Source: an optimization exercise on an open RTL-to-GDS flow (aim: small area, a short achievable clock period and few clock cycles per item). Production flows keep margins and buffers that such runs may drop. No functional check of the RTL was part of any run shown here.

File: flow/run.sh
#!/bin/bash
# synth_recipe.tcl (not shown) runs the flow's synth.tcl, then flattens the netlist and writes it again
# the make line also repeats each setting of config.mk as NAME=value (left out here)
make -C /OpenROAD-flow-scripts/flow DESIGN_CONFIG=/design/flow/config.mk WORK_HOME=/design/flow/orfs CLKGATE_MAP_FILE= SYNTH_SCRIPT=/design/flow/synth_recipe.tcl finish
File: flow/config.mk
export PLATFORM = sky130hd
export DESIGN_NAME = cct_two_channel_led_mixer_unit
export DESIGN_NICKNAME = cct_two_channel_led_mixer_unit
export VERILOG_FILES = /design/flow/design.v
export SDC_FILE = /design/flow/constraint.sdc
export NUM_CORES = 4
export LEC_CHECK = 0
export ABC_CLOCK_PERIOD_IN_PS = 3500
export CAP_MARGIN = 20
export CORE_MARGIN = 2
export CORE_UTILIZATION = 40
export SETUP_SLACK_MARGIN = 4.5
export SLEW_MARGIN = 20
File: flow/constraint.sdc
create_clock -name core_clock -period 8.0 [get_ports {i_clk}]
set_input_delay 1.6000 -clock core_clock [delete_from_list [all_inputs] [get_ports {i_clk}]]
set_output_delay 1.6000 -clock core_clock [all_outputs]
set_load 0.01 [all_outputs]
File: flow/design.v
package cmx_pkg;
    localparam int KELVIN_W = 16;
    localparam int MARGIN_W = 10;
    localparam int DUTY_W   = 16;
    localparam int CFG_W    = 16;
    localparam int CFG_IDX_W = 2;
    localparam logic [CFG_IDX_W-1:0] CFG_WARM_KELVIN = 2'd0;
    localparam logic [CFG_IDX_W-1:0] CFG_COLD_KELVIN = 2'd1;
    localparam logic [CFG_IDX_W-1:0] CFG_SNAP_MARGIN = 2'd2;
    localparam logic [CFG_IDX_W-1:0] CFG_PWM_FULL    = 2'd3;
    localparam logic [KELVIN_W-1:0] RST_WARM_KELVIN = 16'd2700;
    localparam logic [KELVIN_W-1:0] RST_COLD_KELVIN = 16'd6500;
    localparam logic [MARGIN_W-1:0] RST_SNAP_MARGIN = 10'd75;
    localparam logic [DUTY_W-1:0]   RST_PWM_FULL    = 16'd1023;
endpackage
module cmx_mul #(
    parameter int AW = 16,
    parameter int BW = 8
) (
    input  logic [AW-1:0]    i_a,
    input  logic [BW-1:0]    i_b,
    output logic [AW+BW-1:0] o_prod
);
    assign o_prod = (AW+BW)'(i_a) * (AW+BW)'(i_b);
endmodule
module cmx_div #(
    parameter int STEPS = 2
) (
    input  logic [33:0]      i_ws,
    input  logic [33:0]      i_wc,
    input  logic [30:0]      i_d,
    output logic [33:0]      o_ws,
    output logic [33:0]      o_wc,
    output logic [STEPS-1:0] o_qp,
    output logic [STEPS-1:0] o_qn
);
    logic [33:0] ws [STEPS+1];
    logic [33:0] wc [STEPS+1];
    logic [33:0] dv;
    assign dv = {3'b001, i_d};
    assign ws[0] = i_ws;
    assign wc[0] = i_wc;
    for (genvar s = 0; s < STEPS; s++) begin : g_step
        logic [3:0]  est;
        logic        qp, qn;
        logic [33:0] a, b, y;
        assign est = ws[s][33:30] + wc[s][33:30];
        assign qp  = !est[3];
        assign qn  = est[3] && (est != 4'hF);
        assign a   = {ws[s][32:0], 1'b0};
        assign b   = {wc[s][32:0], 1'b0};
        assign y   = qp ? ~dv : (qn ? dv : 34'd0);
        assign ws[s+1] = a ^ b ^ y;
        assign wc[s+1] = {(a[32:0] & b[32:0]) | (a[32:0] & y[32:0]) | (b[32:0] & y[32:0]), qp};
        assign o_qp[STEPS-1-s] = qp;
        assign o_qn[STEPS-1-s] = qn;
    end
    assign o_ws = ws[STEPS];
    assign o_wc = wc[STEPS];
endmodule
module cct_two_channel_led_mixer_unit #(
    parameter int FRAC_BITS = 16
) (
    input  logic                                i_clk,
    input  logic                                i_rst_n,
    input  logic                                i_cfg_we,
    input  logic [cmx_pkg::CFG_IDX_W-1:0]       i_cfg_idx,
    input  logic [cmx_pkg::CFG_W-1:0]           i_cfg_data,
    input  logic                                i_in_valid,
    output logic                                o_in_ready,
    input  logic                                i_in_light_on,
    input  logic [FRAC_BITS:0]                  i_in_level,
    input  logic [cmx_pkg::KELVIN_W-1:0]        i_in_color_temp,
    output logic                                o_out_valid,
    input  logic                                i_out_ready,
    output logic [cmx_pkg::DUTY_W-1:0]          o_out_warm_duty,
    output logic [cmx_pkg::DUTY_W-1:0]          o_out_cold_duty,
    output logic                                o_out_level_rejected
);
    localparam int DIV_SPS = 2;                  
    localparam int NDS     = 16 / DIV_SPS;       
    function automatic logic [3:0] lzc16(input logic [15:0] x);
        lzc16 = 4'd15;
        for (int i = 0; i < 16; i++) begin
            if (x[i]) lzc16 = 4'(15 - i);
        end
    endfunction
    logic [15:0] r_warm_k;
    logic [15:0] r_cold_k;
    logic [9:0]  r_margin;
    logic [15:0] r_pwm_full;
    always_ff @(posedge i_clk) begin
        if (!i_rst_n) begin
            r_warm_k   <= cmx_pkg::RST_WARM_KELVIN;
            r_cold_k   <= cmx_pkg::RST_COLD_KELVIN;
            r_margin   <= cmx_pkg::RST_SNAP_MARGIN;
            r_pwm_full <= cmx_pkg::RST_PWM_FULL;
        end else if (i_cfg_we) begin
            case (i_cfg_idx)
                cmx_pkg::CFG_WARM_KELVIN: r_warm_k   <= i_cfg_data;
                cmx_pkg::CFG_COLD_KELVIN: r_cold_k   <= i_cfg_data;
                cmx_pkg::CFG_SNAP_MARGIN: r_margin   <= i_cfg_data[9:0];
                cmx_pkg::CFG_PWM_FULL:    r_pwm_full <= i_cfg_data;
                default: begin
                end
            endcase
        end
    end
    logic        r_cw_le;         
    logic [16:0] r_wm;            
    logic [16:0] r_cm;            
    logic        r_cm_neg;        
    logic [15:0] r_cw;            
    logic [15:0] r_cwn;           
    logic [3:0]  r_cwz;           
    always_ff @(posedge i_clk) begin
        r_cw_le  <= (r_cold_k <= r_warm_k);
        r_wm     <= {1'b0, r_warm_k} + 17'(r_margin);
        r_cm     <= {1'b0, r_cold_k} - 17'(r_margin);
        r_cm_neg <= (17'(r_margin) > {1'b0, r_cold_k});
        r_cw     <= r_cold_k - r_warm_k;
        r_cwz    <= lzc16(r_cw);
        r_cwn    <= r_cw << lzc16(r_cw);
    end
    logic r_adv;
    logic r_q0_v, r_q1_v;
    logic push, pop;
    logic q0_v_n, q1_v_n;
    logic        r0_v, r0_on, r0_rej, r0_sq;
    logic [16:0] r0_lv;
    logic [15:0] r0_ct, r0_tw;
    always_ff @(posedge i_clk) begin
        if (!i_rst_n) r0_v <= 1'b0;
        else if (r_adv) r0_v <= i_in_valid;
    end
    always_ff @(posedge i_clk) begin
        if (r_adv) begin
            r0_on  <= i_in_light_on;
            r0_lv  <= i_in_level;
            r0_ct  <= i_in_color_temp;
            r0_tw  <= i_in_color_temp - r_warm_k;
            r0_rej <= i_in_level[16] && (|i_in_level[15:0]);
            r0_sq  <= (i_in_level > 17'd9830);
        end
    end
    logic [3:0]  tz;
    logic [15:0] phh, phl, pll;
    logic [28:0] plin;
    logic        snap0, snap1;
    logic        r1_v, r1_on, r1_rej, r1_sq, r1_l16, r1_mix, r1_one;
    logic [15:0] r1_tn, r1_an;
    logic [15:0] r1_phh, r1_phl, r1_pll;
    logic [10:0] r1_klin;
    assign tz = lzc16(r0_ct);
    cmx_mul #(.AW(8), .BW(8)) u_phh (.i_a(r0_lv[15:8]), .i_b(r0_lv[15:8]), .o_prod(phh));
    cmx_mul #(.AW(8), .BW(8)) u_phl (.i_a(r0_lv[15:8]), .i_b(r0_lv[7:0]),  .o_prod(phl));
    cmx_mul #(.AW(8), .BW(8)) u_pll (.i_a(r0_lv[7:0]),  .i_b(r0_lv[7:0]),  .o_prod(pll));
    assign plin  = r0_lv[13:0] * 15'd19661;
    assign snap0 = r_cw_le || ({1'b0, r0_ct} <= r_wm);
    assign snap1 = r_cm_neg || ({1'b0, r0_ct} >= r_cm);
    always_ff @(posedge i_clk) begin
        if (!i_rst_n) r1_v <= 1'b0;
        else if (r_adv) r1_v <= r0_v;
    end
    always_ff @(posedge i_clk) begin
        if (r_adv) begin
            r1_on   <= r0_on;
            r1_rej  <= r0_rej;
            r1_sq   <= r0_sq;
            r1_l16  <= r0_lv[16];
            r1_mix  <= !snap0 && !snap1;
            r1_one  <= !snap0 && snap1;
            r1_tn   <= r0_ct << tz;
            r1_an   <= r0_tw << tz;
            r1_phh  <= phh;
            r1_phl  <= phl;
            r1_pll  <= pll;
            r1_klin <= plin[27:17];
        end
    end
    logic [31:0] lsq;
    logic [16:0] k_new, k_eff, r_kept;
    logic [23:0] dlo, dhi, nlo, nhi;
    logic        r2_v, r2_rej, r2_mix, r2_one;
    logic [16:0] r2_kd;
    logic [23:0] r2_dlo, r2_dhi, r2_nlo, r2_nhi;
    assign lsq   = {r1_phh, 16'd0} + {7'd0, r1_phl, 9'd0} + {16'd0, r1_pll};
    assign k_new = !r1_sq ? {6'd0, r1_klin} : (r1_l16 ? 17'h10000 : {1'b0, lsq[31:16]});
    assign k_eff = r1_rej ? r_kept : k_new;
    cmx_mul #(.AW(16), .BW(8)) u_dlo (.i_a(r1_tn), .i_b(r_cwn[7:0]),     .o_prod(dlo));
    cmx_mul #(.AW(16), .BW(8)) u_dhi (.i_a(r1_tn), .i_b(r_cwn[15:8]),    .o_prod(dhi));
    cmx_mul #(.AW(16), .BW(8)) u_nlo (.i_a(r1_an), .i_b(r_cold_k[7:0]),  .o_prod(nlo));
    cmx_mul #(.AW(16), .BW(8)) u_nhi (.i_a(r1_an), .i_b(r_cold_k[15:8]), .o_prod(nhi));
    always_ff @(posedge i_clk) begin
        if (!i_rst_n) begin
            r2_v   <= 1'b0;
            r_kept <= '0;
        end else if (r_adv) begin
            r2_v <= r1_v;
            if (r1_v) r_kept <= k_eff;
        end
    end
    always_ff @(posedge i_clk) begin
        if (r_adv) begin
            r2_rej <= r1_rej;
            r2_mix <= r1_mix;
            r2_one <= r1_one;
            r2_kd  <= r1_on ? k_eff : 17'd0;
            r2_dlo <= dlo;
            r2_dhi <= dhi;
            r2_nlo <= nlo;
            r2_nhi <= nhi;
        end
    end
    logic [31:0] d1, n1, n2;
    logic        dsh;
    assign d1  = {8'd0, r2_dlo} + {r2_dhi, 8'd0};
    assign n1  = {8'd0, r2_nlo} + {r2_nhi, 8'd0};
    assign dsh = !d1[31];
    assign n2  = n1 << r_cwz;
    logic        rd_v   [NDS+1];
    logic        rd_rej [NDS+1];
    logic        rd_mix [NDS+1];
    logic        rd_one [NDS+1];
    logic [16:0] rd_kd  [NDS+1];
    logic [30:0] rd_d   [NDS+1];
    logic [33:0] rd_ws  [NDS+1];
    logic [33:0] rd_wc  [NDS+1];
    logic [15:0] rd_qp  [NDS+1];
    logic [15:0] rd_qn  [NDS+1];
    always_ff @(posedge i_clk) begin
        if (!i_rst_n) rd_v[0] <= 1'b0;
        else if (r_adv) rd_v[0] <= r2_v;
    end
    always_ff @(posedge i_clk) begin
        if (r_adv) begin
            rd_rej[0] <= r2_rej;
            rd_mix[0] <= r2_mix;
            rd_one[0] <= r2_one;
            rd_kd[0]  <= r2_kd;
            rd_d[0]   <= dsh ? {d1[29:0], 1'b0} : d1[30:0];
            rd_ws[0]  <= {2'b00, dsh ? {n2[30:0], 1'b0} : n2};
            rd_wc[0]  <= '0;
            rd_qp[0]  <= '0;
            rd_qn[0]  <= '0;
        end
    end
    for (genvar g = 0; g < NDS; g++) begin : g_div
        logic [33:0]        ws_n, wc_n;
        logic [DIV_SPS-1:0] qp, qn;
        cmx_div #(.STEPS(DIV_SPS)) u_div (
            .i_ws (rd_ws[g]),
            .i_wc (rd_wc[g]),
            .i_d  (rd_d[g]),
            .o_ws (ws_n),
            .o_wc (wc_n),
            .o_qp (qp),
            .o_qn (qn)
        );
        always_ff @(posedge i_clk) begin
            if (!i_rst_n) rd_v[g+1] <= 1'b0;
            else if (r_adv) rd_v[g+1] <= rd_v[g];
        end
        always_ff @(posedge i_clk) begin
            if (r_adv) begin
                rd_rej[g+1] <= rd_rej[g];
                rd_mix[g+1] <= rd_mix[g];
                rd_one[g+1] <= rd_one[g];
                rd_kd[g+1]  <= rd_kd[g];
                rd_d[g+1]   <= rd_d[g];
                rd_ws[g+1]  <= ws_n;
                rd_wc[g+1]  <= wc_n;
                rd_qp[g+1]  <= 16'({rd_qp[g], qp});
                rd_qn[g+1]  <= 16'({rd_qn[g], qn});
            end
        end
    end
    logic [33:0] wfin;
    logic [15:0] quo;
    logic        rc_v, rc_rej;
    logic [16:0] rc_kd, rc_s;
    assign wfin = rd_ws[NDS] + rd_wc[NDS];
    assign quo  = rd_qp[NDS] - rd_qn[NDS] - 16'(wfin[33]);
    always_ff @(posedge i_clk) begin
        if (!i_rst_n) rc_v <= 1'b0;
        else if (r_adv) rc_v <= rd_v[NDS];
    end
    always_ff @(posedge i_clk) begin
        if (r_adv) begin
            rc_rej <= rd_rej[NDS];
            rc_kd  <= rd_kd[NDS];
            rc_s   <= rd_one[NDS] ? 17'h10000 : (rd_mix[NDS] ? {1'b0, quo} : 17'd0);
        end
    end
    logic [24:0] mlo;
    logic [25:0] mhi;
    logic [33:0] sk;
    logic        rm_v, rm_rej;
    logic [16:0] rm_kd;
    logic [24:0] rm_lo;
    logic [25:0] rm_hi;
    cmx_mul #(.AW(17), .BW(8)) u_mlo (.i_a(rc_s), .i_b(rc_kd[7:0]),  .o_prod(mlo));
    cmx_mul #(.AW(17), .BW(9)) u_mhi (.i_a(rc_s), .i_b(rc_kd[16:8]), .o_prod(mhi));
    always_ff @(posedge i_clk) begin
        if (!i_rst_n) rm_v <= 1'b0;
        else if (r_adv) rm_v <= rc_v;
    end
    always_ff @(posedge i_clk) begin
        if (r_adv) begin
            rm_rej <= rc_rej;
            rm_kd  <= rc_kd;
            rm_lo  <= mlo;
            rm_hi  <= mhi;
        end
    end
    logic        rx_v, rx_rej;
    logic [16:0] rx_x, rx_y;
    assign sk = {9'd0, rm_lo} + {rm_hi, 8'd0};
    always_ff @(posedge i_clk) begin
        if (!i_rst_n) rx_v <= 1'b0;
        else if (r_adv) rx_v <= rm_v;
    end
    always_ff @(posedge i_clk) begin
        if (r_adv) begin
            rx_rej <= rm_rej;
            rx_y   <= sk[32:16];
            rx_x   <= rm_kd - sk[32:16] - 17'(|sk[15:0]);
        end
    end
    logic [24:0] xlo, xhi, ylo, yhi;
    logic        rp_v, rp_rej;
    logic [24:0] rp_xlo, rp_xhi, rp_ylo, rp_yhi;
    cmx_mul #(.AW(17), .BW(8)) u_xlo (.i_a(rx_x), .i_b(r_pwm_full[7:0]),  .o_prod(xlo));
    cmx_mul #(.AW(17), .BW(8)) u_xhi (.i_a(rx_x), .i_b(r_pwm_full[15:8]), .o_prod(xhi));
    cmx_mul #(.AW(17), .BW(8)) u_ylo (.i_a(rx_y), .i_b(r_pwm_full[7:0]),  .o_prod(ylo));
    cmx_mul #(.AW(17), .BW(8)) u_yhi (.i_a(rx_y), .i_b(r_pwm_full[15:8]), .o_prod(yhi));
    always_ff @(posedge i_clk) begin
        if (!i_rst_n) rp_v <= 1'b0;
        else if (r_adv) rp_v <= rx_v;
    end
    always_ff @(posedge i_clk) begin
        if (r_adv) begin
            rp_rej <= rx_rej;
            rp_xlo <= xlo;
            rp_xhi <= xhi;
            rp_ylo <= ylo;
            rp_yhi <= yhi;
        end
    end
    logic [32:0] xp, yp;
    logic [15:0] warm, cold;
    assign xp   = {8'd0, rp_xlo} + {rp_xhi, 8'd0};
    assign yp   = {8'd0, rp_ylo} + {rp_yhi, 8'd0};
    assign warm = xp[31:16];
    assign cold = yp[31:16];
    logic [15:0] r_q0_warm, r_q0_cold, r_q1_warm, r_q1_cold;
    logic        r_q0_rej, r_q1_rej;
    assign push   = r_adv && rp_v;
    assign pop    = r_q0_v && i_out_ready;
    assign q0_v_n = pop ? (r_q1_v || push) : (r_q0_v || push);
    assign q1_v_n = pop ? (r_q1_v && push) : (r_q1_v || (r_q0_v && push));
    always_ff @(posedge i_clk) begin
        if (!i_rst_n) begin
            r_q0_v <= 1'b0;
            r_q1_v <= 1'b0;
            r_adv  <= 1'b1;
        end else begin
            r_q0_v <= q0_v_n;
            r_q1_v <= q1_v_n;
            r_adv  <= !(q0_v_n && q1_v_n);
        end
    end
    always_ff @(posedge i_clk) begin
        if (pop ? r_q1_v : !r_q0_v) begin
            r_q0_warm <= r_q1_v ? r_q1_warm : warm;
            r_q0_cold <= r_q1_v ? r_q1_cold : cold;
            r_q0_rej  <= r_q1_v ? r_q1_rej  : rp_rej;
        end else if (pop) begin
            r_q0_warm <= warm;
            r_q0_cold <= cold;
            r_q0_rej  <= rp_rej;
        end
        if (push) begin
            r_q1_warm <= warm;
            r_q1_cold <= cold;
            r_q1_rej  <= rp_rej;
        end
    end
    assign o_in_ready           = r_adv;
    assign o_out_valid          = r_q0_v;
    assign o_out_warm_duty      = r_q0_warm;
    assign o_out_cold_duty      = r_q0_cold;
    assign o_out_level_rejected = r_q0_rej;
endmodule
==> results.txt, run 1 <==
- Port bufs: 91
- Worst path cell trace: ha_4 > inv_2 > fa_1 > fa_1 > fa_1 > fa_1 > inv_1 > fa_1 > ha_4 > a21o_1 > a21o_1 > a21o_1 > a221oi_4 > a211oi_2 > a41o_1 > o41a_1 > a21oi_2 > o21bai_1 > xnor2_1
- Max Freq: 0.170 GHz
- CP top delay family: adder cells
- Iter 0 DRT Violations: 5997
- # Max-Cap Violations: 0
- Register area share after synthesis: 39.2%
- Crit-path most repeated cell: fa_1
- Gpl congestion: 0.858
- Initial Util: 40.2%
- H-tree depth: 4
- Synth area leader: edfxtp_1
- Final period utilization: 73.3%
- I/O pin count: 92
- Gr usage total: 19.7%
- Synth Area per Inst: 11.2 um^2
- Clock Skews: 0.0496 ns
- Netlist cell types: 101
- Top-area cell type share of the netlist area: 36.7%
- Synth Flop Type: edfxtp_1
- Slew HR: 29.7%
- Pre-CTS WS: 1.21 ns
- Vias in the first global route: 93700
- Kind of critical path: reg -> reg
- Die height: 586 um
- Core area: 337000 um^2
- Antenna violations before repair: 15
- CTS Sinks: 1824
- CTS tree: built
- DR vias: 89700
- Post-synthesis register bit count: 1824
- Final setup margin: 2.13 ns
- Die boundary width: 586 um
- Outcome: finished clean
- Routed Antenna Nets: 0
- Die area: 344000 um^2
- Top cells by count, synth: inv_1, edfxtp_1, fa_1, nand2_1, ha_1
- Drt pass-1 iters: 6
- Worst-Margin Slew: 1.05 ns
- Worst Path Buf+Inv: 2
- Clock buffer count from CTS: 205
- Slew Limit Fails: 0
- Reg clk slew, reported paths: 0.07 ns
- Vias per cell: 5.06
- Hold-fix buffers, CTS: 0
- Syn nets: 14600
- Footprint of the multi-input gates: 85100 um^2
- Synth warn: 24
- # rows: 213
- Ranking of synthesized cells by area: edfxtp_1, fa_1, ha_1, inv_1, and2_1
- Critical path peak fanout: 4
- Area Growth Syn to Fin: 25.4%
- Top-count cell post-synth: inv_1
- Slowest-stage cell, CP: fa_1
- Critical Path Sink Type: register
- CP max stage delay: 0.53 ns
- Required time of the worst setup path: 8.69 ns
- Grt ovf: 0
- Hold Path Class: reg -> reg
- Layout cells sized above 1: 25.1%
- Routed WL: 340000 um
- Gate count after technology mapping: 12100
- Largest net degree at the start of global routing: 187
- First-pass GRT wire length: 533000 um
- Detailed Place HPWL: 222000 um
- Final setup viols: 0
- Sequential cell area: 53200 um^2
- Final-report hold violation count: 0
- Fill cell count: 28800
- Final net count: 15600
- Startpoint types: register
- RSZ-0062 raised after global routing: yes
- CP Data Arrival Time: 6.56 ns
- Number of synthesized flops with an enable pin: 1658
- Root buf cell: clkbuf_16
- Synth async-reset ratio: 0%
- DR WL/cell: 19.2 um
- Drc violations: 0
- Tmin final: 5.87 ns
- Max Root-Sink Buffers: 4
- Clk latency of the worst-skew pair: 0.93 ns
- Mapped Area: 136000 um^2
==> area by class of cell <==
cell class | count | share of cell area [%]
tap | 4515 | 3.32
clock buffer | 239 | 3.14
inverter | 1702 | 3.81
sequential | 1824 | 31.3
multi-input combinational | 8121 | 50.1
timing repair buffer | 1174 | 7.46
clock inverter | 141 | 0.925
antenna | 7 | 0.0103
==> what timing repair did <==
action / in CTS / in global routing
hold endpoints to repair: 0 / 0
gates resized for setup: 2370 / 748
cloned: 57 / 3
setup endpoints to repair: 815 / 888
pin swaps: 930 / 529
buffers inserted: 707 / 190
==> path summary, 6_finish.rpt <==
check	from	endpoint	slack, ns	depth (start not counted)
hold / removal	rd_kd[3][12]	rd_kd[4][12]	0.38	0
hold reg to reg	rd_kd[3][12]	rd_kd[4][12]	0.38	0
setup reg to reg	r0_lv[11]	r1_klin[10]	2.13	19
setup / recovery	r0_lv[11]	r1_klin[10]	2.13	19
==> flip-flops by register name, summed over array words and instances, names as in the netlist, 24 cells and up <==
signal,cells
r2_dlo,24
rd_qp,63
rm_lo,25
r2_dhi,24
rd_d,248
rm_hi,25
rd_wc,257
rp_xhi,24
g_div.u_div.g_step.a,32
rd_ws,272
rd_qn,64
r2_nlo,24
r2_nhi,24
rd_kd,153
rp_yhi,24
==> logic make-up after synthesis <==
| family | synth area share (%) |
|---|---|
| simple gates | 11.9 |
| fa+ha+maj | 31.5 |
| buf+inv | 5.91 |
| flops | 39.2 |
| compound gates | 7.31 |
| xor+xnor | 2.86 |
| mux | 1.40 |
==> layer usage <==
layer / share of wire (%) / vias up / global-route usage [%]
met5: 0.0065 / - / 0
met4: 3.4 / 4 / 6.19
met3: 4.5 / 561 / 2.37
met2: 49 / 1838 / 34.0
met1: 43 / 45300 / 25.9
li1: - / 42000 / -
==> cell usage in the layout, fill, tap and decap left out, types with 66 or more instances in the layout <==
cell | synthesis | routed
a21oi_4 | 0 | 216
and2_1 | 834 | 752
buf_6 | 4 | 265
dfxtp_1 | 166 | 130
inv_1 | 1699 | 1550
a21oi_2 | 1 | 131
ha_4 | 0 | 121
ha_1 | 1001 | 850
nor3_1 | 130 | 104
xnor2_1 | 321 | 230
a21oi_1 | 552 | 206
and2_4 | 0 | 82
xnor2_2 | 0 | 84
o21ai_0 | 446 | 348
nor2_4 | 0 | 202
fa_1 | 1505 | 1232
inv_2 | 1 | 135
mux2i_1 | 115 | 112
a21o_1 | 93 | 93
nand2_1 | 1276 | 1234
buf_12 | 0 | 99
edfxtp_1 | 1658 | 1658
nand3_1 | 120 | 104
nor2_1 | 648 | 387
buf_4 | 4 | 633
xor2_1 | 120 | 103
nor2b_1 | 92 | 66
fa_2 | 0 | 273
clkbuf_16 | 0 | 212
==> per-stage QoR <==
stage | setup TNS, ns | hold slack, ns | area, um^2 | utilization [%] | instances
after global placement | 0 | 0.400 | 142000 | 42.0 | 16400
after CTS | 0 | 0.366 | 165000 | 49.0 | 17500
final | 0 | 0.378 | 170000 | 50.4 | 17700
after floorplan | -6161.02 | 0.400 | 136000 | - | 12100
after detailed placement | 0 | 0.405 | 142000 | 42.0 | 16400
after global routing | 0 | 0.381 | 170000 | 50.4 | 17700
==> run 2, diff against run 1 <==
--- a/flow/config.mk
+++ b/flow/config.mk
@@ -6,8 +6,6 @@
 export NUM_CORES = 4
 export LEC_CHECK = 0
-export ABC_CLOCK_PERIOD_IN_PS = 3500
 export CAP_MARGIN = 20
 export CORE_MARGIN = 2
 export CORE_UTILIZATION = 40
-export SETUP_SLACK_MARGIN = 4.5
 export SLEW_MARGIN = 20
==> results.txt, run 2 <==
- Top-count cell post-synth: inv_1
- Outcome: finished clean
- First-pass GRT wire length: 481000 um
- CTS resizes: 0
- Final net count: 14600
- Hold-fix buffers, CTS: 0
- Most frequent cells in the layout: inv_1, edfxtp_1, fa_1
- Slew HR: 28.0%
- # Max-Cap Violations: 0
- Routed Antenna Nets: 0
- Reg clk slew, reported paths: 0.07 ns
- Max FFs per register: 272
- R2R depth: 20
- Slew Limit Fails: 0
- Critical Path Sink Type: register
- Gr usage total: 17.5%
- Final period utilization: 84.8%
- Gpl congestion: 0.858
- Grt ovf: 0
- Critical path peak fanout: 13
- Detailed Place HPWL: 222000 um
- Iter 0 DRT Violations: 5580
- Ranking of synthesized cells by area: edfxtp_1, fa_1, ha_1, inv_1, and2_1
- Vias per cell: 4.96
- CTS Sinks: 1824
- Die height: 586 um
- Synth Flop Type: edfxtp_1
- Drt pass-1 iters: 5
- Hold depth: 0
- Clk latency of the worst-skew pair: 0.92 ns
- Max Freq: 0.147 GHz
- Largest Register: rd_ws
- # Post-CTS Setup Buffers: 0
- Hold Path Class: reg -> reg
- Worst-Margin Slew: 1.08 ns
- Antenna violations before repair: 10
- Post-synthesis register bit count: 1824
- Routed WL: 293000 um
- Tmin final: 6.78 ns
- I/O pin count: 92
- Top flop regs: rd_ws (272), rd_wc (257), rd_d (248)
- Layout cells sized above 1: 4.92%
- Area Growth Syn to Fin: 9.60%
- Synth async-reset ratio: 0%
- Commonest non-fill, non-tap cell in the layout: inv_1
- Max Root-Sink Buffers: 4
- Top-area cell type share of the netlist area: 36.7%
- Kind of critical path: reg -> reg
- Startpoint types: register
- Fill cell count: 31400
- CP Data Arrival Time: 7.47 ns
- Port bufs: 91
- Gate count after technology mapping: 12100
- Final setup margin: 1.22 ns
- Setup TNS Final: 0 ns
- Die area: 344000 um^2
- Clock buffer count from CTS: 205
- Clock Skews: 0.0503 ns
- Synth area leader: edfxtp_1
- Number of synthesized flops with an enable pin: 1658
- Vias in the first global route: 86200
- Drc violations: 0
- Mapped Area: 136000 um^2
- Synth warn: 24
- H-tree depth: 4
- Final-report hold violation count: 0
- Required time of the worst setup path: 8.69 ns
- Register area share after synthesis: 39.2%
- Die boundary width: 586 um
- Core area: 337000 um^2
- # rows: 213
- Final setup viols: 0
- CTS tree: built
- RSZ-0062 raised after global routing: no
- Netlist cell types: 101
- Largest net degree at the start of global routing: 187
- Synth Area per Inst: 11.2 um^2
- Top cells by count, synth: inv_1, edfxtp_1, fa_1, nand2_1, ha_1
- Pre-CTS WS: 1.21 ns
- DR vias: 83100
- Root buf cell: clkbuf_16
- DR WL/cell: 17.5 um
- Initial Util: 40.2%
- Syn nets: 14600
[run 2: path summary, 6_finish.rpt]
kind	start	to	slack, ns
max	r0_lv[8]	r1_klin[10]	1.22
min	rd_kd[3][12]	rd_kd[4][12]	0.37
max reg2reg	r0_lv[8]	r1_klin[10]	1.22
min reg2reg	rd_kd[3][12]	rd_kd[4][12]	0.37
[run 2: cells by family (layout without fill, tap and decap cells)]
group	count (synthesis)	count (layout)	share of synthesized area [%]
other	0	3	0
adders and majority gates	2506	2506	31.5
and+or+nand+nor	3380	3380	11.9
muxes	176	176	1.40
AOI/OAI and AO/OA	1615	1615	7.31
DFF	1824	1824	39.2
xor gates and xnor gates	442	442	2.86
buffers and inverters	2111	2301	5.91
[run 2: routing by layer]
| layer | part of all wire, % | track usage, % | up-vias |
|---|---|---|---|
| li1 | - | - | 40000 |
| met1 | 47 | 24.5 | 41400 |
| met2 | 47 | 29.0 | 1343 |
| met3 | 4.2 | 2.07 | 369 |
| met4 | 2.3 | 4.28 | 0 |
| met5 | 0 | 0 | - |
[run 2: layout make-up]
| cell class | count | area, um^2 | share of cell area, % |
|---|---|---|---|
| antenna | 3 | 7.51 | 0.00505 |
| clock buffer | 239 | 5340 | 3.59 |
| clock inverter | 141 | 1570 | 1.06 |
| inverter | 1702 | 6390 | 4.30 |
| multi-input combinational | 8119 | 74600 | 50.2 |
| sequential | 1824 | 53100 | 35.7 |
| tap | 4515 | 5650 | 3.80 |
| timing repair buffer | 219 | 1890 | 1.27 |
[run 2: critical path, stage by stage (launching register included)]
cell and delay (ns):
edfxtp_1 0.74, clkinv_1 0.45, ha_1 0.40, inv_1 0.08
fa_1 0.55, inv_1 0.08, fa_1 0.51, fa_1 0.43
fa_1 0.51, inv_1 0.05, ha_1 0.27, ha_1 0.29
o2111a_1 0.25, and3_1 0.18, a221oi_1 0.35, a211oi_1 0.22
a41o_1 0.31, o41a_1 0.35, a21oi_1 0.26, o21bai_1 0.12
xnor2_1 0.13
[run 2: per-stage QoR]
step / utilization [%] / area, um^2 / cells / hold WS, ns
after global routing: 44.1 / 149000 / 16800 / 0.379
after CTS: 44.1 / 149000 / 16800 / 0.366
after floorplan: - / 136000 / 12100 / 0.400
after global placement: 42.0 / 142000 / 16400 / 0.400
final: 44.1 / 149000 / 16800 / 0.371
after detailed placement: 42.0 / 142000 / 16400 / 0.405

==> static timing again, ports no longer ideal <==
The results above use ideal ports. As a check the final layouts listed here were re-extracted and re-timed, cells and wires unchanged.
Step 1: set_driving_cell puts a clkbuf_16 on i_clk and a buf_2 on each other input, an assumption about the parent block.
Step 2 also shifts input and output timing later by t, the mid clock arrival at the registers, as if the neighbouring blocks saw the same clock.
a / b / c = no drivers / after step 1 / after step 2; a / b = the first two.
run	t (ns)	setup slack, ns	worst register clock-pin slew, ns	worst slew at a driven data input, ns
run 1	1.008	2.133 / 2.133 / 2.133	0.07 / 0.07	0.05
run 2	0.994	1.220 / 1.220 / 1.220	0.07 / 0.07	0.05
After both steps every run listed still meets setup and hold.
